What follows belongs to an exercise in optimizing a design on an open flow for small area and a short achievable clock period; a production flow would make more cautious choices. The RTL was checked by simulation tests, not by an equivalence proof against the original design. Power figures rest on the tool's default switching activity, not on a simulated workload.

==> flow/design.v (outline; a module is shown in full before it is edited, if it fits) <==
// module aigc_seg: 22 lines
// module approx_inverse_gaussian_cdf: 1924 lines
module approx_inverse_gaussian_cdf #(
    parameter int TABLE_ENTRIES = 16,
    parameter int UNIFORM_BITS  = 32
) (
    input  logic                    i_clk,
    input  logic                    i_rst_n,
    input  logic                    start,
    output logic                    busy,
    input  logic [UNIFORM_BITS-1:0] i_uniform,
    output logic                    o_valid,
    output logic signed [30:0]      o_gaussian
);
  // ...
==> flow/flow/run.sh <==
#!/bin/bash
set -euo pipefail
bash standard.sh SETUP_SLACK_MARGIN="${AIGC_SETUP_MARGIN:-7}" finish > flow_make.log 2>&1
==> flow/standard.sh <==
#!/bin/bash
# synth_recipe.tcl (not shown) runs the flow's synth.tcl, then flattens the netlist and writes it again
# the make line also repeats each setting of config.mk as NAME=value (left out here)
make -C /OpenROAD-flow-scripts/flow DESIGN_CONFIG=/design/flow/config.mk WORK_HOME=/design/flow/orfs CLKGATE_MAP_FILE= SYNTH_SCRIPT=/design/flow/synth_recipe.tcl "${@:-finish}"
==> flow/config.mk <==
export PLATFORM = sky130hd
export DESIGN_NAME = approx_inverse_gaussian_cdf
export DESIGN_NICKNAME = approx_inverse_gaussian_cdf
export VERILOG_FILES = /design/flow/design.v
export SDC_FILE = /design/flow/constraint.sdc
export NUM_CORES = 4
export LEC_CHECK = 0
export CAP_MARGIN = 20
export CORE_MARGIN = 2
export CORE_UTILIZATION = 40
export SLEW_MARGIN = 20
==> flow/constraint.sdc <==
create_clock -name core_clock -period 10.0 [get_ports {i_clk}]
set_input_delay 2.0000 -clock core_clock [delete_from_list [all_inputs] [get_ports {i_clk}]]
set_output_delay 2.0000 -clock core_clock [all_outputs]
set_load 0.01 [all_outputs]
==> reports/summary.json, run 1 <==
{
  "yosys": {
    "synth_compound_gate_area_share_pct": 21.0,
    "async_flop_share_pct": 0,
    "synthXorXnorAreaFrac_pct": 10.9
  },
  "outcome": {
    "status": "timing/DRC/antenna clean"
  },
  "grt": {
    "initial_antenna_violation_count": 3,
    "grt_pass1_wl_mm": 159,
    "grt_start_max_net_pins": 36,
    "groute.layer.met2.usage_pct": 43.5
  },
  "placement": {
    "dpl_cell_area_mm2": 0.0288,
    "port-buffer-count": 66,
    "placed_cells": 3567
  },
  "final_layout": {
    "area_overhead_of_the_layout_relative_to_synthesis_pct": 29.5,
    "num-fill-cells": 5855,
    "fin_util_pct": 52.4,
    "postLayoutCellArea_mm2": 0.0352
  },
  "setup_path": {
    "crit-reg2reg-capture": "o_gaussian[30]"
  },
  "sta": {
    "slew_violations": 0,
    "worst_case_clock_skew_ns": 0.0353,
    "maximum_achievable_frequency_ghz": 0.291,
    "rsz0062_at_grt": "yes"
  },
  "power": {
    "seq_power_uw": 2200,
    "combPwrFrac_pct": 61.8
  },
  "clock_network": {
    "cts.repair_timing.setup_buffer_count": 117,
    "cts_tree": "done",
    "cts-resized-gates": 651
  },
  "die": {
    "tapCellCount": 873,
    "floorplan.initialDensity_pct": 40.5
  },
  "worst_hold_path": {
    "hold_depth": 0
  },
  "drt": {
    "detailroute.via_count": 24800
  }
}
==> module aigc_seg, before the edit <==
module aigc_seg (
    input  logic [31:0] i_u,
    output logic [29:0] o_r,
    output logic [15:1] o_oh
);
    logic [30:0] v;
    logic [30:17] any;    
    assign v = i_u[30:0] ^ {31{i_u[31]}};
    always_comb begin
        any[30] = v[30];
        for (int i = 29; i >= 17; i--) any[i] = any[i+1] | v[i];
    end
    always_comb begin
        o_r[16:0] = i_u[16:0];
        for (int i = 17; i <= 29; i++) o_r[i] = i_u[i] & any[i+1];
    end
    always_comb begin
        o_oh[1] = v[30];
        for (int s = 2; s <= 14; s++) o_oh[s] = v[31-s] & ~any[32-s];
        o_oh[15] = ~any[17];
    end
endmodule
==> run 2: changes to the inputs <==
--- a/flow/design.v
+++ b/flow/design.v
@@ -3,20 +3,26 @@
     output logic [29:0] o_r,
     output logic [15:1] o_oh
 );
-    logic [30:0] v;
-    logic [30:17] any;    
-    assign v = i_u[30:0] ^ {31{i_u[31]}};
+    logic        up;
+    logic [30:17] any0, any1, any;    
+    assign up = i_u[31];
     always_comb begin
-        any[30] = v[30];
-        for (int i = 29; i >= 17; i--) any[i] = any[i+1] | v[i];
+        any0[30] = i_u[30];
+        any1[30] = ~i_u[30];
+        for (int i = 29; i >= 17; i--) begin
+            any0[i] = any0[i+1] | i_u[i];
+            any1[i] = any1[i+1] | ~i_u[i];
+        end
+        any = up ? any1 : any0;
     end
     always_comb begin
         o_r[16:0] = i_u[16:0];
         for (int i = 17; i <= 29; i++) o_r[i] = i_u[i] & any[i+1];
     end
     always_comb begin
-        o_oh[1] = v[30];
-        for (int s = 2; s <= 14; s++) o_oh[s] = v[31-s] & ~any[32-s];
+        o_oh[1] = up ? ~i_u[30] : i_u[30];
+        for (int s = 2; s <= 14; s++)
+            o_oh[s] = up ? (~i_u[31-s] & ~any1[32-s]) : (i_u[31-s] & ~any0[32-s]);
         o_oh[15] = ~any[17];
     end
 endmodule
@@ -32,7 +38,7 @@
     output logic                    o_valid,
     output logic signed [30:0]      o_gaussian
 );
-    localparam int LAT = 4;
+    localparam int LAT = 3;
     assign busy = 1'b0;
     logic [29:0] w_r, r;
     logic [15:1] w_oh, oh;
@@ -42,12 +48,9 @@
         .o_r  (w_r),
         .o_oh (w_oh)
     );
-    logic [29:0] q_r;
-    logic [15:1] q_oh;
-    logic        q_up;
-    assign r  = q_r;
-    assign oh = q_oh;
-    assign up = q_up;
+    assign r  = w_r;
+    assign oh = w_oh;
+    assign up = i_uniform[31];
     logic [30:0] w_c1, c1, q_c1;
     logic [32:0] w_c3, c3, q_c3;
     assign w_c1 = ({31{oh[1]}} & 31'h2ac4d)
@@ -89,8 +92,7 @@
         for (int i = 17; i <= 29; i++) w_ord[i] = i_uniform[i+1] | ~i_uniform[i];
     end
     assign w_zz = i_uniform[31] ? ((i_uniform[16:0] == 17'd0) & (&w_ord)) : (i_uniform[30:0] == 31'd0);
-    logic q_zz;
-    assign zz = q_zz;
+    assign zz = w_zz;
     logic [15:1] q_koh;
     logic        q_kup, q_kz;
     logic [51:0] kl, ku, kp;
@@ -784,7 +786,12 @@
     logic q_t120, q_t121, q_t122, q_t123, q_t124, q_t125, q_t126, q_t127;
     logic q_t128, q_t129, q_t130, q_t131, q_t132, q_t133, q_t134, q_t135;
     logic q_t136, q_t137, q_t138, q_t139, q_t140, q_t141, q_t142, q_t143;
-    logic q_t144, q_t145, q_t146, q_t147, q_t148;
+    logic q_t144, q_t145, q_t146, q_t147, q_t148, q_t149, q_t150, q_t151;
+    logic q_t152, q_t153, q_t154, q_t155, q_t156, q_t157, q_t158, q_t159;
+    logic q_t160, q_t161, q_t162, q_t163, q_t164, q_t165, q_t166, q_t167;
+    logic q_t168, q_t169, q_t170, q_t171, q_t172, q_t173, q_t174, q_t175;
+    logic q_t176, q_t177, q_t178, q_t179, q_t180, q_t181, q_t182, q_t183;
+    logic q_t184, q_t185, q_t186, q_t187, q_t188, q_t189, q_t190, q_t191;
     assign s1 = neg7 ^ pp0[21];
     assign c2 = neg7 & pp0[21];
     assign s3 = pp0[22] ^ pp1[19];
@@ -1213,521 +1220,205 @@
     assign c426 = (bm10 & ~neg8) | (bm10 & ~neg9) | (~neg8 & ~neg9);
     assign s427 = pp5[32] ^ kk[47] ^ c266;
     assign c428 = (pp5[32] & kk[47]) | (pp5[32] & c266) | (kk[47] & c266);
-    assign s429 = neg1 ^ pp0[3];
-    assign c430 = neg1 & pp0[3];
-    assign s431 = pp0[4] ^ pp1[1];
-    assign c432 = pp0[4] & pp1[1];
-    assign s433 = pp0[5] ^ pp1[2];
-    assign c434 = pp0[5] & pp1[2];
-    assign s435 = pp1[3] ^ pp2[0] ^ kk[6];
-    assign c436 = (pp1[3] & pp2[0]) | (pp1[3] & kk[6]) | (pp2[0] & kk[6]);
-    assign s437 = pp2[1] ^ kk[7] ^ c268;
-    assign c438 = (pp2[1] & kk[7]) | (pp2[1] & c268) | (kk[7] & c268);
-    assign s439 = pp2[2] ^ kk[8] ^ c270;
-    assign c440 = (pp2[2] & kk[8]) | (pp2[2] & c270) | (kk[8] & c270);
-    assign s441 = kk[9] ^ c272 ^ s275;
-    assign c442 = (kk[9] & c272) | (kk[9] & s275) | (c272 & s275);
-    assign s443 = c276 ^ s279 ^ c274;
-    assign c444 = (c276 & s279) | (c276 & c274) | (s279 & c274);
-    assign s445 = c280 ^ s283 ^ c278;
-    assign c446 = (c280 & s283) | (c280 & c278) | (s283 & c278);
-    assign s447 = c284 ^ c282 ^ s285;
-    assign c448 = (c284 & c282) | (c284 & s285) | (c282 & s285);
-    assign s449 = c286 ^ s289 ^ c288;
-    assign c450 = (c286 & s289) | (c286 & c288) | (s289 & c288);
-    assign s451 = c290 ^ s293 ^ c292;
-    assign c452 = (c290 & s293) | (c290 & c292) | (s293 & c292);
-    assign s453 = c294 ^ s297 ^ c296;
-    assign c454 = (c294 & s297) | (c294 & c296) | (s297 & c296);
-    assign s455 = c298 ^ s301 ^ c300;
-    assign c456 = (c298 & s301) | (c298 & c300) | (s301 & c300);
-    assign s457 = c302 ^ s305 ^ c304;
-    assign c458 = (c302 & s305) | (c302 & c304) | (s305 & c304);
-    assign s459 = c306 ^ s309 ^ c308;
-    assign c460 = (c306 & s309) | (c306 & c308) | (s309 & c308);
-    assign s461 = c310 ^ c312 ^ s313;
-    assign c462 = (c310 & c312) | (c310 & s313) | (c312 & s313);
-    assign s463 = c314 ^ c316 ^ s317;
-    assign c464 = (c314 & c316) | (c314 & s317) | (c316 & s317);
-    assign s465 = c318 ^ c320 ^ s321;
-    assign c466 = (c318 & c320) | (c318 & s321) | (c320 & s321);
-    assign s467 = c322 ^ s325 ^ c324;
-    assign c468 = (c322 & s325) | (c322 & c324) | (s325 & c324);
-    assign s469 = c326 ^ s329 ^ c328;
-    assign c470 = (c326 & s329) | (c326 & c328) | (s329 & c328);
-    assign s471 = c330 ^ s333 ^ c332;
-    assign c472 = (c330 & s333) | (c330 & c332) | (s333 & c332);
-    assign s473 = c334 ^ s337 ^ c336;
-    assign c474 = (c334 & s337) | (c334 & c336) | (s337 & c336);
-    assign s475 = c338 ^ s341 ^ c340;
-    assign c476 = (c338 & s341) | (c338 & c340) | (s341 & c340);
-    assign s477 = c342 ^ s345 ^ c344;
-    assign c478 = (c342 & s345) | (c342 & c344) | (s345 & c344);
-    assign s479 = c346 ^ s349 ^ c348;
-    assign c480 = (c346 & s349) | (c346 & c348) | (s349 & c348);
-    assign s481 = c350 ^ c352 ^ s353;
-    assign c482 = (c350 & c352) | (c350 & s353) | (c352 & s353);
-    assign s483 = c354 ^ c356 ^ s357;
-    assign c484 = (c354 & c356) | (c354 & s357) | (c356 & s357);
-    assign s485 = c358 ^ c360 ^ s361;
-    assign c486 = (c358 & c360) | (c358 & s361) | (c360 & s361);
-    assign s487 = c362 ^ c364 ^ s365;
-    assign c488 = (c362 & c364) | (c362 & s365) | (c364 & s365);
-    assign s489 = c366 ^ c368 ^ s369;
-    assign c490 = (c366 & c368) | (c366 & s369) | (c368 & s369);
-    assign s491 = c370 ^ c372 ^ s373;
-    assign c492 = (c370 & c372) | (c370 & s373) | (c372 & s373);
-    assign s493 = s377 ^ c374 ^ c376;
-    assign c494 = (s377 & c374) | (s377 & c376) | (c374 & c376);
-    assign s495 = c378 ^ s381 ^ c380;
-    assign c496 = (c378 & s381) | (c378 & c380) | (s381 & c380);
-    assign s497 = s385 ^ c382 ^ c384;
-    assign c498 = (s385 & c382) | (s385 & c384) | (c382 & c384);
-    assign s499 = c386 ^ s389 ^ c388;
-    assign c500 = (c386 & s389) | (c386 & c388) | (s389 & c388);
-    assign s501 = c390 ^ s393 ^ c392;
-    assign c502 = (c390 & s393) | (c390 & c392) | (s393 & c392);
-    assign s503 = c394 ^ s397 ^ s399;
-    assign c504 = (c394 & s397) | (c394 & s399) | (s397 & s399);
-    assign s505 = c398 ^ s401 ^ c400;
-    assign c506 = (c398 & s401) | (c398 & c400) | (s401 & c400);
-    assign s507 = c402 ^ s405 ^ c404;
-    assign c508 = (c402 & s405) | (c402 & c404) | (s405 & c404);
-    assign s509 = c406 ^ s409 ^ c408;
-    assign c510 = (c406 & s409) | (c406 & c408) | (s409 & c408);
-    assign s511 = c410 ^ s413 ^ s415;
-    assign c512 = (c410 & s413) | (c410 & s415) | (s413 & s415);
-    assign s513 = c414 ^ c416 ^ s417;
-    assign c514 = (c414 & c416) | (c414 & s417) | (c416 & s417);
-    assign s515 = s421 ^ c418 ^ c420;
-    assign c516 = (s421 & c418) | (s421 & c420) | (c418 & c420);
-    assign s517 = s425 ^ c422 ^ c424;
-    assign c518 = (s425 & c422) | (s425 & c424) | (c422 & c424);
-    assign s519 = ~neg5 ^ kk[48] ^ c426;
-    assign c520 = (~neg5 & kk[48]) | (~neg5 & c426) | (kk[48] & c426);
+    assign s429 = q_t7 ^ q_t8;
+    assign c430 = q_t7 & q_t8;
+    assign s431 = q_t11 ^ q_t12;
+    assign c432 = q_t11 & q_t12;
+    assign s433 = q_t14 ^ q_t15;
+    assign c434 = q_t14 & q_t15;
+    assign s435 = q_t17 ^ q_t18 ^ q_t19;
+    assign c436 = (q_t17 & q_t18) | (q_t17 & q_t19) | (q_t18 & q_t19);
+    assign s437 = q_t21 ^ q_t22 ^ q_t23;
+    assign c438 = (q_t21 & q_t22) | (q_t21 & q_t23) | (q_t22 & q_t23);
+    assign s439 = q_t25 ^ q_t26 ^ q_t27;
+    assign c440 = (q_t25 & q_t26) | (q_t25 & q_t27) | (q_t26 & q_t27);
+    assign s441 = q_t29 ^ q_t30 ^ q_t31;
+    assign c442 = (q_t29 & q_t30) | (q_t29 & q_t31) | (q_t30 & q_t31);
+    assign s443 = q_t33 ^ q_t34 ^ q_t35;
+    assign c444 = (q_t33 & q_t34) | (q_t33 & q_t35) | (q_t34 & q_t35);
+    assign s445 = q_t37 ^ q_t38 ^ q_t39;
+    assign c446 = (q_t37 & q_t38) | (q_t37 & q_t39) | (q_t38 & q_t39);
+    assign s447 = q_t41 ^ q_t42 ^ q_t43;
+    assign c448 = (q_t41 & q_t42) | (q_t41 & q_t43) | (q_t42 & q_t43);
+    assign s449 = q_t45 ^ q_t46 ^ q_t47;
+    assign c450 = (q_t45 & q_t46) | (q_t45 & q_t47) | (q_t46 & q_t47);
+    assign s451 = q_t49 ^ q_t50 ^ q_t51;
+    assign c452 = (q_t49 & q_t50) | (q_t49 & q_t51) | (q_t50 & q_t51);
+    assign s453 = q_t53 ^ q_t54 ^ q_t55;
+    assign c454 = (q_t53 & q_t54) | (q_t53 & q_t55) | (q_t54 & q_t55);
+    assign s455 = q_t57 ^ q_t58 ^ q_t59;
+    assign c456 = (q_t57 & q_t58) | (q_t57 & q_t59) | (q_t58 & q_t59);
+    assign s457 = q_t61 ^ q_t62 ^ q_t63;
+    assign c458 = (q_t61 & q_t62) | (q_t61 & q_t63) | (q_t62 & q_t63);
+    assign s459 = q_t65 ^ q_t66 ^ q_t67;
+    assign c460 = (q_t65 & q_t66) | (q_t65 & q_t67) | (q_t66 & q_t67);
+    assign s461 = q_t69 ^ q_t70 ^ q_t71;
+    assign c462 = (q_t69 & q_t70) | (q_t69 & q_t71) | (q_t70 & q_t71);
+    assign s463 = q_t73 ^ q_t74 ^ q_t75;
+    assign c464 = (q_t73 & q_t74) | (q_t73 & q_t75) | (q_t74 & q_t75);
+    assign s465 = q_t77 ^ q_t78 ^ q_t79;
+    assign c466 = (q_t77 & q_t78) | (q_t77 & q_t79) | (q_t78 & q_t79);
+    assign s467 = q_t81 ^ q_t82 ^ q_t83;
+    assign c468 = (q_t81 & q_t82) | (q_t81 & q_t83) | (q_t82 & q_t83);
+    assign s469 = q_t85 ^ q_t86 ^ q_t87;
+    assign c470 = (q_t85 & q_t86) | (q_t85 & q_t87) | (q_t86 & q_t87);
+    assign s471 = q_t89 ^ q_t90 ^ q_t91;
+    assign c472 = (q_t89 & q_t90) | (q_t89 & q_t91) | (q_t90 & q_t91);
+    assign s473 = q_t93 ^ q_t94 ^ q_t95;
+    assign c474 = (q_t93 & q_t94) | (q_t93 & q_t95) | (q_t94 & q_t95);
+    assign s475 = q_t97 ^ q_t98 ^ q_t99;
+    assign c476 = (q_t97 & q_t98) | (q_t97 & q_t99) | (q_t98 & q_t99);
+    assign s477 = q_t101 ^ q_t102 ^ q_t103;
+    assign c478 = (q_t101 & q_t102) | (q_t101 & q_t103) | (q_t102 & q_t103);
+    assign s479 = q_t105 ^ q_t106 ^ q_t107;
+    assign c480 = (q_t105 & q_t106) | (q_t105 & q_t107) | (q_t106 & q_t107);
+    assign s481 = q_t109 ^ q_t110 ^ q_t111;
+    assign c482 = (q_t109 & q_t110) | (q_t109 & q_t111) | (q_t110 & q_t111);
+    assign s483 = q_t113 ^ q_t114 ^ q_t115;
+    assign c484 = (q_t113 & q_t114) | (q_t113 & q_t115) | (q_t114 & q_t115);
+    assign s485 = q_t117 ^ q_t118 ^ q_t119;
+    assign c486 = (q_t117 & q_t118) | (q_t117 & q_t119) | (q_t118 & q_t119);
+    assign s487 = q_t121 ^ q_t122 ^ q_t123;
+    assign c488 = (q_t121 & q_t122) | (q_t121 & q_t123) | (q_t122 & q_t123);
+    assign s489 = q_t125 ^ q_t126 ^ q_t127;
+    assign c490 = (q_t125 & q_t126) | (q_t125 & q_t127) | (q_t126 & q_t127);
+    assign s491 = q_t129 ^ q_t130 ^ q_t131;
+    assign c492 = (q_t129 & q_t130) | (q_t129 & q_t131) | (q_t130 & q_t131);
+    assign s493 = q_t133 ^ q_t134 ^ q_t135;
+    assign c494 = (q_t133 & q_t134) | (q_t133 & q_t135) | (q_t134 & q_t135);
+    assign s495 = q_t137 ^ q_t138 ^ q_t139;
+    assign c496 = (q_t137 & q_t138) | (q_t137 & q_t139) | (q_t138 & q_t139);
+    assign s497 = q_t141 ^ q_t142 ^ q_t143;
+    assign c498 = (q_t141 & q_t142) | (q_t141 & q_t143) | (q_t142 & q_t143);
+    assign s499 = q_t145 ^ q_t146 ^ q_t147;
+    assign c500 = (q_t145 & q_t146) | (q_t145 & q_t147) | (q_t146 & q_t147);
+    assign s501 = q_t149 ^ q_t150 ^ q_t151;
+    assign c502 = (q_t149 & q_t150) | (q_t149 & q_t151) | (q_t150 & q_t151);
+    assign s503 = q_t153 ^ q_t154 ^ q_t155;
+    assign c504 = (q_t153 & q_t154) | (q_t153 & q_t155) | (q_t154 & q_t155);
+    assign s505 = q_t157 ^ q_t158 ^ q_t159;
+    assign c506 = (q_t157 & q_t158) | (q_t157 & q_t159) | (q_t158 & q_t159);
+    assign s507 = q_t161 ^ q_t162 ^ q_t163;
+    assign c508 = (q_t161 & q_t162) | (q_t161 & q_t163) | (q_t162 & q_t163);
+    assign s509 = q_t165 ^ q_t166 ^ q_t167;
+    assign c510 = (q_t165 & q_t166) | (q_t165 & q_t167) | (q_t166 & q_t167);
+    assign s511 = q_t169 ^ q_t170 ^ q_t171;
+    assign c512 = (q_t169 & q_t170) | (q_t169 & q_t171) | (q_t170 & q_t171);
+    assign s513 = q_t173 ^ q_t174 ^ q_t175;
+    assign c514 = (q_t173 & q_t174) | (q_t173 & q_t175) | (q_t174 & q_t175);
+    assign s515 = q_t177 ^ q_t178 ^ q_t179;
+    assign c516 = (q_t177 & q_t178) | (q_t177 & q_t179) | (q_t178 & q_t179);
+    assign s517 = q_t181 ^ q_t182 ^ q_t183;
+    assign c518 = (q_t181 & q_t182) | (q_t181 & q_t183) | (q_t182 & q_t183);
+    assign s519 = q_t185 ^ q_t186 ^ q_t187;
+    assign c520 = (q_t185 & q_t186) | (q_t185 & q_t187) | (q_t186 & q_t187);
     assign s521 = q_t0 ^ q_t1;
     assign c522 = q_t0 & q_t1;
     assign s523 = q_t3 ^ q_t4;
     assign c524 = q_t3 & q_t4;
     assign s525 = q_t5 ^ q_t6;
     assign c526 = q_t5 & q_t6;
-    assign s527 = q_t7 ^ q_t8 ^ q_t9;
-    assign c528 = (q_t7 & q_t8) | (q_t7 & q_t9) | (q_t8 & q_t9);
-    assign s529 = q_t10 ^ q_t11 ^ q_t12;
-    assign c530 = (q_t10 & q_t11) | (q_t10 & q_t12) | (q_t11 & q_t12);
-    assign s531 = q_t13 ^ q_t14 ^ q_t15;
-    assign c532 = (q_t13 & q_t14) | (q_t13 & q_t15) | (q_t14 & q_t15);
-    assign s533 = q_t16 ^ q_t17 ^ q_t18;
-    assign c534 = (q_t16 & q_t17) | (q_t16 & q_t18) | (q_t17 & q_t18);
-    assign s535 = q_t19 ^ q_t20 ^ q_t21;
-    assign c536 = (q_t19 & q_t20) | (q_t19 & q_t21) | (q_t20 & q_t21);
-    assign s537 = q_t22 ^ q_t23 ^ q_t24;
-    assign c538 = (q_t22 & q_t23) | (q_t22 & q_t24) | (q_t23 & q_t24);
-    assign s539 = q_t25 ^ q_t26 ^ q_t27;
-    assign c540 = (q_t25 & q_t26) | (q_t25 & q_t27) | (q_t26 & q_t27);
-    assign s541 = q_t28 ^ q_t29 ^ q_t30;
-    assign c542 = (q_t28 & q_t29) | (q_t28 & q_t30) | (q_t29 & q_t30);
-    assign s543 = q_t31 ^ q_t32 ^ q_t33;
-    assign c544 = (q_t31 & q_t32) | (q_t31 & q_t33) | (q_t32 & q_t33);
-    assign s545 = q_t34 ^ q_t35 ^ q_t36;
-    assign c546 = (q_t34 & q_t35) | (q_t34 & q_t36) | (q_t35 & q_t36);
-    assign s547 = q_t37 ^ q_t38 ^ q_t39;
-    assign c548 = (q_t37 & q_t38) | (q_t37 & q_t39) | (q_t38 & q_t39);
-    assign s549 = q_t40 ^ q_t41 ^ q_t42;
-    assign c550 = (q_t40 & q_t41) | (q_t40 & q_t42) | (q_t41 & q_t42);
-    assign s551 = q_t43 ^ q_t44 ^ q_t45;
-    assign c552 = (q_t43 & q_t44) | (q_t43 & q_t45) | (q_t44 & q_t45);
-    assign s553 = q_t46 ^ q_t47 ^ q_t48;
-    assign c554 = (q_t46 & q_t47) | (q_t46 & q_t48) | (q_t47 & q_t48);
-    assign s555 = q_t49 ^ q_t50 ^ q_t51;
-    assign c556 = (q_t49 & q_t50) | (q_t49 & q_t51) | (q_t50 & q_t51);
-    assign s557 = q_t52 ^ q_t53 ^ q_t54;
-    assign c558 = (q_t52 & q_t53) | (q_t52 & q_t54) | (q_t53 & q_t54);
-    assign s559 = q_t55 ^ q_t56 ^ q_t57;
-    assign c560 = (q_t55 & q_t56) | (q_t55 & q_t57) | (q_t56 & q_t57);
-    assign s561 = q_t58 ^ q_t59 ^ q_t60;
-    assign c562 = (q_t58 & q_t59) | (q_t58 & q_t60) | (q_t59 & q_t60);
-    assign s563 = q_t61 ^ q_t62 ^ q_t63;
-    assign c564 = (q_t61 & q_t62) | (q_t61 & q_t63) | (q_t62 & q_t63);
-    assign s565 = q_t64 ^ q_t65 ^ q_t66;
-    assign c566 = (q_t64 & q_t65) | (q_t64 & q_t66) | (q_t65 & q_t66);
-    assign s567 = q_t67 ^ q_t68 ^ q_t69;
-    assign c568 = (q_t67 & q_t68) | (q_t67 & q_t69) | (q_t68 & q_t69);
-    assign s569 = q_t70 ^ q_t71 ^ q_t72;
-    assign c570 = (q_t70 & q_t71) | (q_t70 & q_t72) | (q_t71 & q_t72);
-    assign s571 = q_t73 ^ q_t74 ^ q_t75;
-    assign c572 = (q_t73 & q_t74) | (q_t73 & q_t75) | (q_t74 & q_t75);
-    assign s573 = q_t76 ^ q_t77 ^ q_t78;
-    assign c574 = (q_t76 & q_t77) | (q_t76 & q_t78) | (q_t77 & q_t78);
-    assign s575 = q_t79 ^ q_t80 ^ q_t81;
-    assign c576 = (q_t79 & q_t80) | (q_t79 & q_t81) | (q_t80 & q_t81);
-    assign s577 = q_t82 ^ q_t83 ^ q_t84;
-    assign c578 = (q_t82 & q_t83) | (q_t82 & q_t84) | (q_t83 & q_t84);
-    assign s579 = q_t85 ^ q_t86 ^ q_t87;
-    assign c580 = (q_t85 & q_t86) | (q_t85 & q_t87) | (q_t86 & q_t87);
-    assign s581 = q_t88 ^ q_t89 ^ q_t90;
-    assign c582 = (q_t88 & q_t89) | (q_t88 & q_t90) | (q_t89 & q_t90);
-    assign s583 = q_t91 ^ q_t92 ^ q_t93;
-    assign c584 = (q_t91 & q_t92) | (q_t91 & q_t93) | (q_t92 & q_t93);
-    assign s585 = q_t94 ^ q_t95 ^ q_t96;
-    assign c586 = (q_t94 & q_t95) | (q_t94 & q_t96) | (q_t95 & q_t96);
-    assign s587 = q_t97 ^ q_t98 ^ q_t99;
-    assign c588 = (q_t97 & q_t98) | (q_t97 & q_t99) | (q_t98 & q_t99);
-    assign s589 = q_t100 ^ q_t101 ^ q_t102;
-    assign c590 = (q_t100 & q_t101) | (q_t100 & q_t102) | (q_t101 & q_t102);
-    assign s591 = q_t103 ^ q_t104 ^ q_t105;
-    assign c592 = (q_t103 & q_t104) | (q_t103 & q_t105) | (q_t104 & q_t105);
-    assign s593 = q_t106 ^ q_t107 ^ q_t108;
-    assign c594 = (q_t106 & q_t107) | (q_t106 & q_t108) | (q_t107 & q_t108);
-    assign s595 = q_t109 ^ q_t110 ^ q_t111;
-    assign c596 = (q_t109 & q_t110) | (q_t109 & q_t111) | (q_t110 & q_t111);
-    assign s597 = q_t112 ^ q_t113 ^ q_t114;
-    assign c598 = (q_t112 & q_t113) | (q_t112 & q_t114) | (q_t113 & q_t114);
-    assign s599 = q_t115 ^ q_t116 ^ q_t117;
-    assign c600 = (q_t115 & q_t116) | (q_t115 & q_t117) | (q_t116 & q_t117);
-    assign s601 = q_t118 ^ q_t119 ^ q_t120;
-    assign c602 = (q_t118 & q_t119) | (q_t118 & q_t120) | (q_t119 & q_t120);
-    assign s603 = q_t121 ^ q_t122 ^ q_t123;
-    assign c604 = (q_t121 & q_t122) | (q_t121 & q_t123) | (q_t122 & q_t123);
-    assign s605 = q_t124 ^ q_t125 ^ q_t126;
-    assign c606 = (q_t124 & q_t125) | (q_t124 & q_t126) | (q_t125 & q_t126);
-    assign s607 = q_t127 ^ q_t128 ^ q_t129;
-    assign c608 = (q_t127 & q_t128) | (q_t127 & q_t129) | (q_t128 & q_t129);
-    assign s609 = q_t130 ^ q_t131 ^ q_t132;
-    assign c610 = (q_t130 & q_t131) | (q_t130 & q_t132) | (q_t131 & q_t132);
-    assign s611 = q_t133 ^ q_t134 ^ q_t135;
-    assign c612 = (q_t133 & q_t134) | (q_t133 & q_t135) | (q_t134 & q_t135);
-    assign s613 = q_t136 ^ q_t137 ^ q_t138;
-    assign c614 = (q_t136 & q_t137) | (q_t136 & q_t138) | (q_t137 & q_t138);
-    assign s615 = q_t139 ^ q_t140 ^ q_t141;
-    assign c616 = (q_t139 & q_t140) | (q_t139 & q_t141) | (q_t140 & q_t141);
-    assign s617 = q_t142 ^ q_t143 ^ q_t144;
-    assign c618 = (q_t142 & q_t143) | (q_t142 & q_t144) | (q_t143 & q_t144);
-    assign s619 = q_t145 ^ q_t146;
-    assign c620 = q_t145 & q_t146;
+    assign s527 = q_t9 ^ q_t10 ^ s429;
+    assign c528 = (q_t9 & q_t10) | (q_t9 & s429) | (q_t10 & s429);
+    assign s529 = q_t13 ^ c430 ^ s431;
+    assign c530 = (q_t13 & c430) | (q_t13 & s431) | (c430 & s431);
+    assign s531 = q_t16 ^ c432 ^ s433;
+    assign c532 = (q_t16 & c432) | (q_t16 & s433) | (c432 & s433);
+    assign s533 = q_t20 ^ c434 ^ s435;
+    assign c534 = (q_t20 & c434) | (q_t20 & s435) | (c434 & s435);
+    assign s535 = q_t24 ^ c436 ^ s437;
+    assign c536 = (q_t24 & c436) | (q_t24 & s437) | (c436 & s437);
+    assign s537 = q_t28 ^ c438 ^ s439;
+    assign c538 = (q_t28 & c438) | (q_t28 & s439) | (c438 & s439);
+    assign s539 = q_t32 ^ c440 ^ s441;
+    assign c540 = (q_t32 & c440) | (q_t32 & s441) | (c440 & s441);
+    assign s541 = q_t36 ^ c442 ^ s443;
+    assign c542 = (q_t36 & c442) | (q_t36 & s443) | (c442 & s443);
+    assign s543 = q_t40 ^ c444 ^ s445;
+    assign c544 = (q_t40 & c444) | (q_t40 & s445) | (c444 & s445);
+    assign s545 = q_t44 ^ c446 ^ s447;
+    assign c546 = (q_t44 & c446) | (q_t44 & s447) | (c446 & s447);
+    assign s547 = q_t48 ^ c448 ^ s449;
+    assign c548 = (q_t48 & c448) | (q_t48 & s449) | (c448 & s449);
+    assign s549 = q_t52 ^ c450 ^ s451;
+    assign c550 = (q_t52 & c450) | (q_t52 & s451) | (c450 & s451);
+    assign s551 = q_t56 ^ c452 ^ s453;
+    assign c552 = (q_t56 & c452) | (q_t56 & s453) | (c452 & s453);
+    assign s553 = q_t60 ^ c454 ^ s455;
+    assign c554 = (q_t60 & c454) | (q_t60 & s455) | (c454 & s455);
+    assign s555 = q_t64 ^ c456 ^ s457;
+    assign c556 = (q_t64 & c456) | (q_t64 & s457) | (c456 & s457);
+    assign s557 = q_t68 ^ c458 ^ s459;
+    assign c558 = (q_t68 & c458) | (q_t68 & s459) | (c458 & s459);
+    assign s559 = q_t72 ^ c460 ^ s461;
+    assign c560 = (q_t72 & c460) | (q_t72 & s461) | (c460 & s461);
+    assign s561 = q_t76 ^ c462 ^ s463;
+    assign c562 = (q_t76 & c462) | (q_t76 & s463) | (c462 & s463);
+    assign s563 = q_t80 ^ c464 ^ s465;
+    assign c564 = (q_t80 & c464) | (q_t80 & s465) | (c464 & s465);
+    assign s565 = q_t84 ^ c466 ^ s467;
+    assign c566 = (q_t84 & c466) | (q_t84 & s467) | (c466 & s467);
+    assign s567 = q_t88 ^ c468 ^ s469;
+    assign c568 = (q_t88 & c468) | (q_t88 & s469) | (c468 & s469);
+    assign s569 = q_t92 ^ c470 ^ s471;
+    assign c570 = (q_t92 & c470) | (q_t92 & s471) | (c470 & s471);
+    assign s571 = q_t96 ^ c472 ^ s473;
+    assign c572 = (q_t96 & c472) | (q_t96 & s473) | (c472 & s473);
+    assign s573 = q_t100 ^ c474 ^ s475;
+    assign c574 = (q_t100 & c474) | (q_t100 & s475) | (c474 & s475);
+    assign s575 = q_t104 ^ c476 ^ s477;
+    assign c576 = (q_t104 & c476) | (q_t104 & s477) | (c476 & s477);
+    assign s577 = q_t108 ^ c478 ^ s479;
+    assign c578 = (q_t108 & c478) | (q_t108 & s479) | (c478 & s479);
+    assign s579 = q_t112 ^ c480 ^ s481;
+    assign c580 = (q_t112 & c480) | (q_t112 & s481) | (c480 & s481);
+    assign s581 = q_t116 ^ c482 ^ s483;
+    assign c582 = (q_t116 & c482) | (q_t116 & s483) | (c482 & s483);
+    assign s583 = q_t120 ^ c484 ^ s485;
+    assign c584 = (q_t120 & c484) | (q_t120 & s485) | (c484 & s485);
+    assign s585 = q_t124 ^ c486 ^ s487;
+    assign c586 = (q_t124 & c486) | (q_t124 & s487) | (c486 & s487);
+    assign s587 = q_t128 ^ c488 ^ s489;
+    assign c588 = (q_t128 & c488) | (q_t128 & s489) | (c488 & s489);
+    assign s589 = q_t132 ^ c490 ^ s491;
+    assign c590 = (q_t132 & c490) | (q_t132 & s491) | (c490 & s491);
+    assign s591 = q_t136 ^ c492 ^ s493;
+    assign c592 = (q_t136 & c492) | (q_t136 & s493) | (c492 & s493);
+    assign s593 = q_t140 ^ c494 ^ s495;
+    assign c594 = (q_t140 & c494) | (q_t140 & s495) | (c494 & s495);
+    assign s595 = q_t144 ^ c496 ^ s497;
+    assign c596 = (q_t144 & c496) | (q_t144 & s497) | (c496 & s497);
+    assign s597 = q_t148 ^ c498 ^ s499;
+    assign c598 = (q_t148 & c498) | (q_t148 & s499) | (c498 & s499);
+    assign s599 = q_t152 ^ c500 ^ s501;
+    assign c600 = (q_t152 & c500) | (q_t152 & s501) | (c500 & s501);
+    assign s601 = q_t156 ^ c502 ^ s503;
+    assign c602 = (q_t156 & c502) | (q_t156 & s503) | (c502 & s503);
+    assign s603 = q_t160 ^ c504 ^ s505;
+    assign c604 = (q_t160 & c504) | (q_t160 & s505) | (c504 & s505);
+    assign s605 = q_t164 ^ c506 ^ s507;
+    assign c606 = (q_t164 & c506) | (q_t164 & s507) | (c506 & s507);
+    assign s607 = q_t168 ^ c508 ^ s509;
+    assign c608 = (q_t168 & c508) | (q_t168 & s509) | (c508 & s509);
+    assign s609 = q_t172 ^ c510 ^ s511;
+    assign c610 = (q_t172 & c510) | (q_t172 & s511) | (c510 & s511);
+    assign s611 = q_t176 ^ c512 ^ s513;
+    assign c612 = (q_t176 & c512) | (q_t176 & s513) | (c512 & s513);
+    assign s613 = q_t180 ^ c514 ^ s515;
+    assign c614 = (q_t180 & c514) | (q_t180 & s515) | (c514 & s515);
+    assign s615 = q_t184 ^ c516 ^ s517;
+    assign c616 = (q_t184 & c516) | (q_t184 & s517) | (c516 & s517);
+    assign s617 = q_t188 ^ c518 ^ s519;
+    assign c618 = (q_t188 & c518) | (q_t188 & s519) | (c518 & s519);
+    assign s619 = q_t189 ^ c520;
+    assign c620 = q_t189 & c520;
     logic [51:0] fa_a, fa_b, fa_s;
-    assign fa_a = {q_t148, c620, c618, c616, c614, c612, c610, c608, c606, c604, c602, c600, c598, c596, c594, c592, c590, c588, c586, c584, c582, c580, c578, c576, c574, c572, c570, c568, c566, c564, c562, c560, c558, c556, c554, c552, c550, c548, c546, c544, c542, c540, c538, c536, c534, c532, c530, c528, c526, c524, c522, s521};
-    assign fa_b = {1'b0, q_t147, s619, s617, s615, s613, s611, s609, s607, s605, s603, s601, s599, s597, s595, s593, s591, s589, s587, s585, s583, s581, s579, s577, s575, s573, s571, s569, s567, s565, s563, s561, s559, s557, s555, s553, s551, s549, s547, s545, s543, s541, s539, s537, s535, s533, s531, s529, s527, s525, s523, q_t2};
-    logic [51:0] ag, ap;
-    assign ag = fa_a & fa_b;
-    assign ap = fa_a ^ fa_b;
-    logic bg_1_0;
-    assign bg_1_0 = ag[1] | (ap[1] & ag[0]);
-    logic bg_3_2;
-    assign bg_3_2 = ag[3] | (ap[3] & ag[2]);
-    logic bp_3_2;
-    assign bp_3_2 = ap[3] & ap[2];
-    logic bg_5_4;
-    assign bg_5_4 = ag[5] | (ap[5] & ag[4]);
-    logic bp_5_4;
-    assign bp_5_4 = ap[5] & ap[4];
-    logic bg_7_6;
-    assign bg_7_6 = ag[7] | (ap[7] & ag[6]);
-    logic bp_7_6;
-    assign bp_7_6 = ap[7] & ap[6];
-    logic bg_9_8;
-    assign bg_9_8 = ag[9] | (ap[9] & ag[8]);
-    logic bp_9_8;
-    assign bp_9_8 = ap[9] & ap[8];
-    logic bg_11_10;
-    assign bg_11_10 = ag[11] | (ap[11] & ag[10]);
-    logic bp_11_10;
-    assign bp_11_10 = ap[11] & ap[10];
-    logic bg_13_12;
-    assign bg_13_12 = ag[13] | (ap[13] & ag[12]);
-    logic bp_13_12;
-    assign bp_13_12 = ap[13] & ap[12];
-    logic bg_15_14;
-    assign bg_15_14 = ag[15] | (ap[15] & ag[14]);
-    logic bp_15_14;
-    assign bp_15_14 = ap[15] & ap[14];
-    logic bg_17_16;
-    assign bg_17_16 = ag[17] | (ap[17] & ag[16]);
-    logic bp_17_16;
-    assign bp_17_16 = ap[17] & ap[16];
-    logic bg_19_18;
-    assign bg_19_18 = ag[19] | (ap[19] & ag[18]);
-    logic bp_19_18;
-    assign bp_19_18 = ap[19] & ap[18];
-    logic bg_21_20;
-    assign bg_21_20 = ag[21] | (ap[21] & ag[20]);
-    logic bp_21_20;
-    assign bp_21_20 = ap[21] & ap[20];
-    logic bg_23_22;
-    assign bg_23_22 = ag[23] | (ap[23] & ag[22]);
-    logic bp_23_22;
-    assign bp_23_22 = ap[23] & ap[22];
-    logic bg_25_24;
-    assign bg_25_24 = ag[25] | (ap[25] & ag[24]);
-    logic bp_25_24;
-    assign bp_25_24 = ap[25] & ap[24];
-    logic bg_27_26;
-    assign bg_27_26 = ag[27] | (ap[27] & ag[26]);
-    logic bp_27_26;
-    assign bp_27_26 = ap[27] & ap[26];
-    logic bg_29_28;
-    assign bg_29_28 = ag[29] | (ap[29] & ag[28]);
-    logic bp_29_28;
-    assign bp_29_28 = ap[29] & ap[28];
-    logic bg_31_30;
-    assign bg_31_30 = ag[31] | (ap[31] & ag[30]);
-    logic bp_31_30;
-    assign bp_31_30 = ap[31] & ap[30];
-    logic bg_33_32;
-    assign bg_33_32 = ag[33] | (ap[33] & ag[32]);
-    logic bp_33_32;
-    assign bp_33_32 = ap[33] & ap[32];
-    logic bg_35_34;
-    assign bg_35_34 = ag[35] | (ap[35] & ag[34]);
-    logic bp_35_34;
-    assign bp_35_34 = ap[35] & ap[34];
-    logic bg_37_36;
-    assign bg_37_36 = ag[37] | (ap[37] & ag[36]);
-    logic bp_37_36;
-    assign bp_37_36 = ap[37] & ap[36];
-    logic bg_39_38;
-    assign bg_39_38 = ag[39] | (ap[39] & ag[38]);
-    logic bp_39_38;
-    assign bp_39_38 = ap[39] & ap[38];
-    logic bg_41_40;
-    assign bg_41_40 = ag[41] | (ap[41] & ag[40]);
-    logic bp_41_40;
-    assign bp_41_40 = ap[41] & ap[40];
-    logic bg_43_42;
-    assign bg_43_42 = ag[43] | (ap[43] & ag[42]);
-    logic bp_43_42;
-    assign bp_43_42 = ap[43] & ap[42];
-    logic bg_45_44;
-    assign bg_45_44 = ag[45] | (ap[45] & ag[44]);
-    logic bp_45_44;
-    assign bp_45_44 = ap[45] & ap[44];
-    logic bg_47_46;
-    assign bg_47_46 = ag[47] | (ap[47] & ag[46]);
-    logic bp_47_46;
-    assign bp_47_46 = ap[47] & ap[46];
-    logic bg_49_48;
-    assign bg_49_48 = ag[49] | (ap[49] & ag[48]);
-    logic bp_49_48;
-    assign bp_49_48 = ap[49] & ap[48];
-    logic bg_51_50;
-    assign bg_51_50 = ag[51] | (ap[51] & ag[50]);
-    logic bp_51_50;
-    assign bp_51_50 = ap[51] & ap[50];
-    logic bg_3_0;
-    assign bg_3_0 = bg_3_2 | (bp_3_2 & bg_1_0);
-    logic bg_7_4;
-    assign bg_7_4 = bg_7_6 | (bp_7_6 & bg_5_4);
-    logic bp_7_4;
-    assign bp_7_4 = bp_7_6 & bp_5_4;
-    logic bg_11_8;
-    assign bg_11_8 = bg_11_10 | (bp_11_10 & bg_9_8);
-    logic bp_11_8;
-    assign bp_11_8 = bp_11_10 & bp_9_8;
-    logic bg_15_12;
-    assign bg_15_12 = bg_15_14 | (bp_15_14 & bg_13_12);
-    logic bp_15_12;
-    assign bp_15_12 = bp_15_14 & bp_13_12;
-    logic bg_19_16;
-    assign bg_19_16 = bg_19_18 | (bp_19_18 & bg_17_16);
-    logic bp_19_16;
-    assign bp_19_16 = bp_19_18 & bp_17_16;
-    logic bg_23_20;
-    assign bg_23_20 = bg_23_22 | (bp_23_22 & bg_21_20);
-    logic bp_23_20;
-    assign bp_23_20 = bp_23_22 & bp_21_20;
-    logic bg_27_24;
-    assign bg_27_24 = bg_27_26 | (bp_27_26 & bg_25_24);
-    logic bp_27_24;
-    assign bp_27_24 = bp_27_26 & bp_25_24;
-    logic bg_31_28;
-    assign bg_31_28 = bg_31_30 | (bp_31_30 & bg_29_28);
-    logic bp_31_28;
-    assign bp_31_28 = bp_31_30 & bp_29_28;
-    logic bg_35_32;
-    assign bg_35_32 = bg_35_34 | (bp_35_34 & bg_33_32);
-    logic bp_35_32;
-    assign bp_35_32 = bp_35_34 & bp_33_32;
-    logic bg_39_36;
-    assign bg_39_36 = bg_39_38 | (bp_39_38 & bg_37_36);
-    logic bp_39_36;
-    assign bp_39_36 = bp_39_38 & bp_37_36;
-    logic bg_43_40;
-    assign bg_43_40 = bg_43_42 | (bp_43_42 & bg_41_40);
-    logic bp_43_40;
-    assign bp_43_40 = bp_43_42 & bp_41_40;
-    logic bg_47_44;
-    assign bg_47_44 = bg_47_46 | (bp_47_46 & bg_45_44);
-    logic bp_47_44;
-    assign bp_47_44 = bp_47_46 & bp_45_44;
-    logic bg_51_48;
-    assign bg_51_48 = bg_51_50 | (bp_51_50 & bg_49_48);
-    logic bp_51_48;
-    assign bp_51_48 = bp_51_50 & bp_49_48;
-    logic bg_7_0;
-    assign bg_7_0 = bg_7_4 | (bp_7_4 & bg_3_0);
-    logic bg_15_8;
-    assign bg_15_8 = bg_15_12 | (bp_15_12 & bg_11_8);
-    logic bp_15_8;
-    assign bp_15_8 = bp_15_12 & bp_11_8;
-    logic bg_23_16;
-    assign bg_23_16 = bg_23_20 | (bp_23_20 & bg_19_16);
-    logic bp_23_16;
-    assign bp_23_16 = bp_23_20 & bp_19_16;
-    logic bg_31_24;
-    assign bg_31_24 = bg_31_28 | (bp_31_28 & bg_27_24);
-    logic bp_31_24;
-    assign bp_31_24 = bp_31_28 & bp_27_24;
-    logic bg_39_32;
-    assign bg_39_32 = bg_39_36 | (bp_39_36 & bg_35_32);
-    logic bp_39_32;
-    assign bp_39_32 = bp_39_36 & bp_35_32;
-    logic bg_47_40;
-    assign bg_47_40 = bg_47_44 | (bp_47_44 & bg_43_40);
-    logic bp_47_40;
-    assign bp_47_40 = bp_47_44 & bp_43_40;
-    logic bg_15_0;
-    assign bg_15_0 = bg_15_8 | (bp_15_8 & bg_7_0);
-    logic bg_31_16;
-    assign bg_31_16 = bg_31_24 | (bp_31_24 & bg_23_16);
-    logic bp_31_16;
-    assign bp_31_16 = bp_31_24 & bp_23_16;
-    logic bg_47_32;
-    assign bg_47_32 = bg_47_40 | (bp_47_40 & bg_39_32);
-    logic bp_47_32;
-    assign bp_47_32 = bp_47_40 & bp_39_32;
-    logic bg_31_0;
-    assign bg_31_0 = bg_31_16 | (bp_31_16 & bg_15_0);
-    logic bg_47_0;
-    assign bg_47_0 = bg_47_32 | (bp_47_32 & bg_31_0);
-    logic bg_23_0;
-    assign bg_23_0 = bg_23_16 | (bp_23_16 & bg_15_0);
-    logic bg_39_0;
-    assign bg_39_0 = bg_39_32 | (bp_39_32 & bg_31_0);
-    logic bg_11_0;
-    assign bg_11_0 = bg_11_8 | (bp_11_8 & bg_7_0);
-    logic bg_19_0;
-    assign bg_19_0 = bg_19_16 | (bp_19_16 & bg_15_0);
-    logic bg_27_0;
-    assign bg_27_0 = bg_27_24 | (bp_27_24 & bg_23_0);
-    logic bg_35_0;
-    assign bg_35_0 = bg_35_32 | (bp_35_32 & bg_31_0);
-    logic bg_43_0;
-    assign bg_43_0 = bg_43_40 | (bp_43_40 & bg_39_0);
-    logic bg_51_0;
-    assign bg_51_0 = bg_51_48 | (bp_51_48 & bg_47_0);
-    logic bg_5_0;
-    assign bg_5_0 = bg_5_4 | (bp_5_4 & bg_3_0);
-    logic bg_9_0;
-    assign bg_9_0 = bg_9_8 | (bp_9_8 & bg_7_0);
-    logic bg_13_0;
-    assign bg_13_0 = bg_13_12 | (bp_13_12 & bg_11_0);
-    logic bg_17_0;
-    assign bg_17_0 = bg_17_16 | (bp_17_16 & bg_15_0);
-    logic bg_21_0;
-    assign bg_21_0 = bg_21_20 | (bp_21_20 & bg_19_0);
-    logic bg_25_0;
-    assign bg_25_0 = bg_25_24 | (bp_25_24 & bg_23_0);
-    logic bg_29_0;
-    assign bg_29_0 = bg_29_28 | (bp_29_28 & bg_27_0);
-    logic bg_33_0;
-    assign bg_33_0 = bg_33_32 | (bp_33_32 & bg_31_0);
-    logic bg_37_0;
-    assign bg_37_0 = bg_37_36 | (bp_37_36 & bg_35_0);
-    logic bg_41_0;
-    assign bg_41_0 = bg_41_40 | (bp_41_40 & bg_39_0);
-    logic bg_45_0;
-    assign bg_45_0 = bg_45_44 | (bp_45_44 & bg_43_0);
-    logic bg_49_0;
-    assign bg_49_0 = bg_49_48 | (bp_49_48 & bg_47_0);
-    logic bg_2_0;
-    assign bg_2_0 = ag[2] | (ap[2] & bg_1_0);
-    logic bg_4_0;
-    assign bg_4_0 = ag[4] | (ap[4] & bg_3_0);
-    logic bg_6_0;
-    assign bg_6_0 = ag[6] | (ap[6] & bg_5_0);
-    logic bg_8_0;
-    assign bg_8_0 = ag[8] | (ap[8] & bg_7_0);
-    logic bg_10_0;
-    assign bg_10_0 = ag[10] | (ap[10] & bg_9_0);
-    logic bg_12_0;
-    assign bg_12_0 = ag[12] | (ap[12] & bg_11_0);
-    logic bg_14_0;
-    assign bg_14_0 = ag[14] | (ap[14] & bg_13_0);
-    logic bg_16_0;
-    assign bg_16_0 = ag[16] | (ap[16] & bg_15_0);
-    logic bg_18_0;
-    assign bg_18_0 = ag[18] | (ap[18] & bg_17_0);
-    logic bg_20_0;
-    assign bg_20_0 = ag[20] | (ap[20] & bg_19_0);
-    logic bg_22_0;
-    assign bg_22_0 = ag[22] | (ap[22] & bg_21_0);
-    logic bg_24_0;
-    assign bg_24_0 = ag[24] | (ap[24] & bg_23_0);
-    logic bg_26_0;
-    assign bg_26_0 = ag[26] | (ap[26] & bg_25_0);
-    logic bg_28_0;
-    assign bg_28_0 = ag[28] | (ap[28] & bg_27_0);
-    logic bg_30_0;
-    assign bg_30_0 = ag[30] | (ap[30] & bg_29_0);
-    logic bg_32_0;
-    assign bg_32_0 = ag[32] | (ap[32] & bg_31_0);
-    logic bg_34_0;
-    assign bg_34_0 = ag[34] | (ap[34] & bg_33_0);
-    logic bg_36_0;
-    assign bg_36_0 = ag[36] | (ap[36] & bg_35_0);
-    logic bg_38_0;
-    assign bg_38_0 = ag[38] | (ap[38] & bg_37_0);
-    logic bg_40_0;
-    assign bg_40_0 = ag[40] | (ap[40] & bg_39_0);
-    logic bg_42_0;
-    assign bg_42_0 = ag[42] | (ap[42] & bg_41_0);
-    logic bg_44_0;
-    assign bg_44_0 = ag[44] | (ap[44] & bg_43_0);
-    logic bg_46_0;
-    assign bg_46_0 = ag[46] | (ap[46] & bg_45_0);
-    logic bg_48_0;
-    assign bg_48_0 = ag[48] | (ap[48] & bg_47_0);
-    logic bg_50_0;
-    assign bg_50_0 = ag[50] | (ap[50] & bg_49_0);
-    assign fa_s[21] = ap[21] ^ bg_20_0;
-    assign fa_s[22] = ap[22] ^ bg_21_0;
-    assign fa_s[23] = ap[23] ^ bg_22_0;
-    assign fa_s[24] = ap[24] ^ bg_23_0;
-    assign fa_s[25] = ap[25] ^ bg_24_0;
-    assign fa_s[26] = ap[26] ^ bg_25_0;
-    assign fa_s[27] = ap[27] ^ bg_26_0;
-    assign fa_s[28] = ap[28] ^ bg_27_0;
-    assign fa_s[29] = ap[29] ^ bg_28_0;
-    assign fa_s[30] = ap[30] ^ bg_29_0;
-    assign fa_s[31] = ap[31] ^ bg_30_0;
-    assign fa_s[32] = ap[32] ^ bg_31_0;
-    assign fa_s[33] = ap[33] ^ bg_32_0;
-    assign fa_s[34] = ap[34] ^ bg_33_0;
-    assign fa_s[35] = ap[35] ^ bg_34_0;
-    assign fa_s[36] = ap[36] ^ bg_35_0;
-    assign fa_s[37] = ap[37] ^ bg_36_0;
-    assign fa_s[38] = ap[38] ^ bg_37_0;
-    assign fa_s[39] = ap[39] ^ bg_38_0;
-    assign fa_s[40] = ap[40] ^ bg_39_0;
-    assign fa_s[41] = ap[41] ^ bg_40_0;
-    assign fa_s[42] = ap[42] ^ bg_41_0;
-    assign fa_s[43] = ap[43] ^ bg_42_0;
-    assign fa_s[44] = ap[44] ^ bg_43_0;
-    assign fa_s[45] = ap[45] ^ bg_44_0;
-    assign fa_s[46] = ap[46] ^ bg_45_0;
-    assign fa_s[47] = ap[47] ^ bg_46_0;
-    assign fa_s[48] = ap[48] ^ bg_47_0;
-    assign fa_s[49] = ap[49] ^ bg_48_0;
-    assign fa_s[50] = ap[50] ^ bg_49_0;
-    assign fa_s[51] = ap[51] ^ bg_50_0;
-    assign fa_s[20:0] = '0;
+    assign fa_a = {q_t191, c620, c618, c616, c614, c612, c610, c608, c606, c604, c602, c600, c598, c596, c594, c592, c590, c588, c586, c584, c582, c580, c578, c576, c574, c572, c570, c568, c566, c564, c562, c560, c558, c556, c554, c552, c550, c548, c546, c544, c542, c540, c538, c536, c534, c532, c530, c528, c526, c524, c522, s521};
+    assign fa_b = {1'b0, q_t190, s619, s617, s615, s613, s611, s609, s607, s605, s603, s601, s599, s597, s595, s593, s591, s589, s587, s585, s583, s581, s579, s577, s575, s573, s571, s569, s567, s565, s563, s561, s559, s557, s555, s553, s551, s549, s547, s545, s543, s541, s539, s537, s535, s533, s531, s529, s527, s525, s523, q_t2};
+    assign fa_s = fa_a + fa_b;
     always_ff @(posedge i_clk) begin
-        q_r <= w_r;
-        q_oh <= w_oh;
-        q_up <= i_uniform[31];
         q_c1 <= w_c1;
         q_c3 <= w_c3;
-        q_zz <= w_zz;
         q_koh <= oh;
         q_kup <= up;
         q_kz <= zz;
@@ -1789,148 +1480,191 @@
         q_t4 <= kk[1];
         q_t5 <= pp0[2];
         q_t6 <= kk[2];
-        q_t7 <= s429;
-        q_t8 <= pp1[0];
-        q_t9 <= kk[3];
-        q_t10 <= c430;
-        q_t11 <= s431;
-        q_t12 <= kk[4];
-        q_t13 <= c432;
-        q_t14 <= s433;
-        q_t15 <= kk[5];
-        q_t16 <= c434;
-        q_t17 <= s435;
-        q_t18 <= s267;
-        q_t19 <= c436;
-        q_t20 <= s437;
-        q_t21 <= s269;
-        q_t22 <= c438;
-        q_t23 <= s439;
-        q_t24 <= s271;
-        q_t25 <= c440;
-        q_t26 <= s441;
-        q_t27 <= s273;
-        q_t28 <= c442;
-        q_t29 <= s443;
-        q_t30 <= s277;
-        q_t31 <= c444;
-        q_t32 <= s445;
-        q_t33 <= s281;
-        q_t34 <= c446;
-        q_t35 <= s447;
-        q_t36 <= s287;
-        q_t37 <= c448;
-        q_t38 <= s449;
-        q_t39 <= s291;
-        q_t40 <= c450;
-        q_t41 <= s451;
-        q_t42 <= s295;
-        q_t43 <= c452;
-        q_t44 <= s453;
-        q_t45 <= s299;
-        q_t46 <= c454;
-        q_t47 <= s455;
-        q_t48 <= s303;
-        q_t49 <= c456;
-        q_t50 <= s457;
-        q_t51 <= s307;
-        q_t52 <= c458;
-        q_t53 <= s459;
-        q_t54 <= s311;
-        q_t55 <= c460;
-        q_t56 <= s461;
-        q_t57 <= s315;
-        q_t58 <= c462;
-        q_t59 <= s463;
-        q_t60 <= s319;
-        q_t61 <= c464;
-        q_t62 <= s465;
-        q_t63 <= s323;
-        q_t64 <= c466;
-        q_t65 <= s467;
-        q_t66 <= s327;
-        q_t67 <= c468;
-        q_t68 <= s469;
-        q_t69 <= s331;
-        q_t70 <= c470;
-        q_t71 <= s471;
-        q_t72 <= s335;
-        q_t73 <= c472;
-        q_t74 <= s473;
-        q_t75 <= s339;
-        q_t76 <= c474;
-        q_t77 <= s475;
-        q_t78 <= s343;
-        q_t79 <= c476;
-        q_t80 <= s477;
-        q_t81 <= s347;
-        q_t82 <= c478;
-        q_t83 <= s479;
-        q_t84 <= s351;
-        q_t85 <= c480;
-        q_t86 <= s481;
-        q_t87 <= s355;
-        q_t88 <= c482;
-        q_t89 <= s483;
-        q_t90 <= s359;
-        q_t91 <= c484;
-        q_t92 <= s485;
-        q_t93 <= s363;
-        q_t94 <= c486;
-        q_t95 <= s487;
-        q_t96 <= s367;
-        q_t97 <= c488;
-        q_t98 <= s489;
-        q_t99 <= s371;
-        q_t100 <= c490;
-        q_t101 <= s491;
-        q_t102 <= s375;
-        q_t103 <= c492;
-        q_t104 <= s493;
-        q_t105 <= s379;
-        q_t106 <= c494;
-        q_t107 <= s495;
-        q_t108 <= s383;
-        q_t109 <= c496;
-        q_t110 <= s497;
-        q_t111 <= s387;
-        q_t112 <= c498;
-        q_t113 <= s499;
-        q_t114 <= s391;
-        q_t115 <= c500;
-        q_t116 <= s501;
-        q_t117 <= s395;
-        q_t118 <= c502;
-        q_t119 <= s503;
-        q_t120 <= c396;
-        q_t121 <= c504;
-        q_t122 <= s505;
-        q_t123 <= s403;
-        q_t124 <= c506;
-        q_t125 <= s507;
-        q_t126 <= s407;
-        q_t127 <= c508;
-        q_t128 <= s509;
-        q_t129 <= s411;
-        q_t130 <= c510;
-        q_t131 <= s511;
-        q_t132 <= c412;
-        q_t133 <= c512;
-        q_t134 <= s513;
-        q_t135 <= s419;
-        q_t136 <= c514;
-        q_t137 <= s515;
-        q_t138 <= s423;
-        q_t139 <= c516;
-        q_t140 <= s517;
-        q_t141 <= s427;
-        q_t142 <= c518;
-        q_t143 <= s519;
-        q_t144 <= c428;
-        q_t145 <= c520;
-        q_t146 <= kk[49];
-        q_t147 <= kk[50];
-        q_t148 <= kk[51];
+        q_t7 <= neg1;
+        q_t8 <= pp0[3];
+        q_t9 <= pp1[0];
+        q_t10 <= kk[3];
+        q_t11 <= pp0[4];
+        q_t12 <= pp1[1];
+        q_t13 <= kk[4];
+        q_t14 <= pp0[5];
+        q_t15 <= pp1[2];
+        q_t16 <= kk[5];
+        q_t17 <= s267;
+        q_t18 <= pp1[3];
+        q_t19 <= pp2[0];
+        q_t20 <= kk[6];
+        q_t21 <= c268;
+        q_t22 <= s269;
+        q_t23 <= pp2[1];
+        q_t24 <= kk[7];
+        q_t25 <= c270;
+        q_t26 <= s271;
+        q_t27 <= pp2[2];
+        q_t28 <= kk[8];
+        q_t29 <= c272;
+        q_t30 <= s273;
+        q_t31 <= s275;
+        q_t32 <= kk[9];
+        q_t33 <= c274;
+        q_t34 <= c276;
+        q_t35 <= s277;
+        q_t36 <= s279;
+        q_t37 <= c278;
+        q_t38 <= c280;
+        q_t39 <= s281;
+        q_t40 <= s283;
+        q_t41 <= c282;
+        q_t42 <= c284;
+        q_t43 <= s285;
+        q_t44 <= s287;
+        q_t45 <= c286;
+        q_t46 <= c288;
+        q_t47 <= s289;
+        q_t48 <= s291;
+        q_t49 <= c290;
+        q_t50 <= c292;
+        q_t51 <= s293;
+        q_t52 <= s295;
+        q_t53 <= c294;
+        q_t54 <= c296;
+        q_t55 <= s297;
+        q_t56 <= s299;
+        q_t57 <= c298;
+        q_t58 <= c300;
+        q_t59 <= s301;
+        q_t60 <= s303;
+        q_t61 <= c302;
+        q_t62 <= c304;
+        q_t63 <= s305;
+        q_t64 <= s307;
+        q_t65 <= c306;
+        q_t66 <= c308;
+        q_t67 <= s309;
+        q_t68 <= s311;
+        q_t69 <= c310;
+        q_t70 <= c312;
+        q_t71 <= s313;
+        q_t72 <= s315;
+        q_t73 <= c314;
+        q_t74 <= c316;
+        q_t75 <= s317;
+        q_t76 <= s319;
+        q_t77 <= c318;
+        q_t78 <= c320;
+        q_t79 <= s321;
+        q_t80 <= s323;
+        q_t81 <= c322;
+        q_t82 <= c324;
+        q_t83 <= s325;
+        q_t84 <= s327;
+        q_t85 <= c326;
+        q_t86 <= c328;
+        q_t87 <= s329;
+        q_t88 <= s331;
+        q_t89 <= c330;
+        q_t90 <= c332;
+        q_t91 <= s333;
+        q_t92 <= s335;
+        q_t93 <= c334;
+        q_t94 <= c336;
+        q_t95 <= s337;
+        q_t96 <= s339;
+        q_t97 <= c338;
+        q_t98 <= c340;
+        q_t99 <= s341;
+        q_t100 <= s343;
+        q_t101 <= c342;
+        q_t102 <= c344;
+        q_t103 <= s345;
+        q_t104 <= s347;
+        q_t105 <= c346;
+        q_t106 <= c348;
+        q_t107 <= s349;
+        q_t108 <= s351;
+        q_t109 <= c350;
+        q_t110 <= c352;
+        q_t111 <= s353;
+        q_t112 <= s355;
+        q_t113 <= c354;
+        q_t114 <= c356;
+        q_t115 <= s357;
+        q_t116 <= s359;
+        q_t117 <= c358;
+        q_t118 <= c360;
+        q_t119 <= s361;
+        q_t120 <= s363;
+        q_t121 <= c362;
+        q_t122 <= c364;
+        q_t123 <= s365;
+        q_t124 <= s367;
+        q_t125 <= c366;
+        q_t126 <= c368;
+        q_t127 <= s369;
+        q_t128 <= s371;
+        q_t129 <= c370;
+        q_t130 <= c372;
+        q_t131 <= s373;
+        q_t132 <= s375;
+        q_t133 <= c374;
+        q_t134 <= c376;
+        q_t135 <= s377;
+        q_t136 <= s379;
+        q_t137 <= c378;
+        q_t138 <= c380;
+        q_t139 <= s381;
+        q_t140 <= s383;
+        q_t141 <= c382;
+        q_t142 <= c384;
+        q_t143 <= s385;
+        q_t144 <= s387;
+        q_t145 <= c386;
+        q_t146 <= c388;
+        q_t147 <= s389;
+        q_t148 <= s391;
+        q_t149 <= c390;
+        q_t150 <= c392;
+        q_t151 <= s393;
+        q_t152 <= s395;
+        q_t153 <= c394;
+        q_t154 <= c396;
+        q_t155 <= s397;
+        q_t156 <= s399;
+        q_t157 <= c398;
+        q_t158 <= c400;
+        q_t159 <= s401;
+        q_t160 <= s403;
+        q_t161 <= c402;
+        q_t162 <= c404;
+        q_t163 <= s405;
+        q_t164 <= s407;
+        q_t165 <= c406;
+        q_t166 <= c408;
+        q_t167 <= s409;
+        q_t168 <= s411;
+        q_t169 <= c410;
+        q_t170 <= c412;
+        q_t171 <= s413;
+        q_t172 <= s415;
+        q_t173 <= c414;
+        q_t174 <= c416;
+        q_t175 <= s417;
+        q_t176 <= s419;
+        q_t177 <= c418;
+        q_t178 <= c420;
+        q_t179 <= s421;
+        q_t180 <= s423;
+        q_t181 <= c422;
+        q_t182 <= c424;
+        q_t183 <= s425;
+        q_t184 <= s427;
+        q_t185 <= c426;
+        q_t186 <= c428;
+        q_t187 <= ~neg5;
+        q_t188 <= kk[48];
+        q_t189 <= kk[49];
+        q_t190 <= kk[50];
+        q_t191 <= kk[51];
         o_gaussian <= fa_s[51:21];
     end
     logic [LAT-2:0] q_vld;
==> flow/flow/run.sh (replaced) <==
#!/bin/bash
set -euo pipefail
bash standard.sh SETUP_SLACK_MARGIN="${AIGC_SETUP_MARGIN:-6.6}" finish > flow_make.log 2>&1
--- a/flow/config.mk
+++ b/flow/config.mk
@@ -8,4 +8,6 @@
 export CAP_MARGIN = 20
 export CORE_MARGIN = 2
 export CORE_UTILIZATION = 40
+export CTS_CLUSTER_DIAMETER = 120
+export CTS_CLUSTER_SIZE = 20
 export SLEW_MARGIN = 20
==> run 2 against run 1 <==
Against the previous run: still clean on timing, DRC and antenna; first-iteration DRC count shrank 23%; sequential share of layout area grew 1.3 points; register-to-register slack lost 0.52 ns; highest routed layer unchanged.
==> reports/summary.json, run 2 <==
{
  "outcome": {
    "status": {"value": "timing/DRC/antenna clean", "change": "unchanged"}
  },
  "setup_path": {
    "crit-reg2reg-capture": {"value": "o_gaussian[29]", "change": "was o_gaussian[30]"},
    "worst_r2r_path_depth": {"value": 17, "change": "was 15"},
    "cpLargestDelayFamily": {"value": "adder cells", "change": "unchanged"},
    "r2r_setup_slack": {"value": 6.04, "unit": "ns", "change": "was 6.56 ns"},
    "critPathCapture": {"value": "o_gaussian[29]", "change": "was o_gaussian[30]"}
  },
  "power": {
    "combPwrFrac": {"value": 75.7, "unit": "%", "change": "was 61.8%"}
  },
  "die": {
    "die_height": {"value": 267, "unit": "µm", "change": "was 265 µm"},
    "floorplan.initialDensity": {"value": 40.4, "unit": "%", "change": "was 40.5%"},
    "fp.dieW": {"value": 267, "unit": "µm", "change": "was 265 µm"}
  },
  "sta": {
    "slew_violations": {"value": 0, "change": "unchanged"},
    "rsz0062_at_grt": {"value": "yes", "change": "unchanged"},
    "worst_case_clock_skew": {"value": 0.0261, "unit": "ns", "change": "was 0.0353 ns"},
    "maximum_achievable_frequency": {"value": 0.253, "unit": "GHz", "change": "was 0.291 GHz"}
  },
  "placement": {
    "port-buffer-count": {"value": 66, "change": "unchanged"}
  },
  "final_layout": {
    "area_overhead_of_the_layout_relative_to_synthesis": {"value": 13.5, "unit": "%", "change": "was 29.5%"},
    "fin_util": {"value": 45.9, "unit": "%", "change": "was 52.4%"},
    "num-fill-cells": {"value": 6527, "change": "was 5855"}
  },
  "yosys": {
    "yosysTopAreaCell": {"value": "sky130_fd_sc_hd__dfxtp_1", "change": "unchanged"},
    "synth.yosys.seq_area_share": {"value": 24.7, "unit": "%", "change": "was 25.8%"},
    "synth_flop_cell": {"value": "sky130_fd_sc_hd__dfxtp_1", "change": "unchanged"},
    "async_flop_share": {"value": 0, "unit": "%", "change": "unchanged"},
    "synthesis.area": {"value": 0.0277, "unit": "mm²", "change": "was 0.0272 mm²"}
  },
  "clock_network": {
    "cts_buffers": {"value": 21, "change": "was 42"},
    "cts_tree": {"value": "done", "change": "unchanged"}
  },
  "grt": {
    "grt_start_max_net_pins": {"value": 47, "change": "was 36"},
    "grt_pass1_wl": {"value": 153, "unit": "mm", "change": "was 159 mm"},
    "initial_antenna_violation_count": {"value": 4, "change": "was 3"}
  },
  "drt": {
    "drtIter0Drc": {"value": 3092, "change": "was 4015"},
    "route.antenna.remaining_nets": {"value": 0, "change": "unchanged"},
    "detailroute.via_count": {"value": 24200, "change": "was 24800"},
    "avgRoutedWirePerCell": {"value": 26.3, "unit": "µm", "change": "was 28.6 µm"}
  },
  "worst_hold_path": {
    "timing.hold.worst.class": {"value": "reg -> reg", "change": "unchanged"},
    "hold_depth": {"value": 1, "change": "was 0"}
  }
}
==> run 2: cell families after synthesis <==
kind of cell | count (synthesis) | synth area share (%)
other cells | 1 | 0.0135
buf+inv | 681 | 9.29
simple gates | 488 | 8.65
flops | 342 | 24.7
xor+xnor | 342 | 10.8
mux | 4 | 0.149
fa+ha+maj | 361 | 23.6
compound gates | 797 | 22.7
==> run 2: power groups by stage <==
stage | combinational (µW) | sequential (µW) | clock (µW)
floorplan | 5560 | 2080 | 0
detailed placement | 7780 | 2150 | 0
global placement | 7620 | 2140 | 0
finish | 9340 | 2120 | 875
global route | 10300 | 2160 | 943
CTS | 8740 | 2120 | 904
==> run 2: layout make-up <==
cell class	count	area [µm²]	share of cell area, %
tap	931	1160	3.70
multi-input combinational	1993	19400	61.6
inverter	375	1430	4.56
clock buffer	22	539	1.71
sequential	342	6880	21.9
timing repair buffer	226	2010	6.39
clock inverter	2	25.0	0.0796
timing repair inverter	1	11.3	0.0358
==> run 2: metal layers <==
| layer | track usage (%) | vias to the layer above | routed length [µm] | part of all wire [%] |
|---|---|---|---|---|
| met5 | 0 | - | 47 | 0.046 |
| met4 | 12.2 | 6 | 5100 | 5.0 |
| met3 | 7.46 | 347 | 11700 | 11 |
| met2 | 43.7 | 1609 | 44300 | 43 |
| met1 | 37.3 | 11800 | 41200 | 40 |
| li1 | - | 10400 | - | - |
==> run 2: what timing repair did <==
item	in CTS	in global routing
endpoints found under the setup margin	181	123
gates cloned	1	0
buffers inserted	61	24
pin swaps	76	61
gates resized for setup	247	106
==> run 2: through the flow <==
step | setup WS, ns | instances | cell area, µm² | power (µW)
global route | 5.95 | 3892 | 31400 | 13400
finish | 6.04 | 3892 | 31400 | 12300
detailed placement | 4.40 | 3782 | 29200 | 9930
CTS | 6.02 | 3868 | 30800 | 11800
floorplan | 5.77 | 3016 | 27900 | 7640
global placement | 4.47 | 3782 | 29200 | 9760
==> run 2: worst min-delay path by stage <==
stage	from	endpoint	slack (ns)
2_1_floorplan	q_bn0	q_t0	0.33
3_3_place_gp	q_vld[1]	o_valid	0.41
3_5_place_dp	q_vld[1]	o_valid	0.41
4_1_cts	q_vld[1]	o_valid	0.43
5_1_grt	q_vld[1]	o_valid	0.46
6_report	q_vld[1]	o_valid	0.43
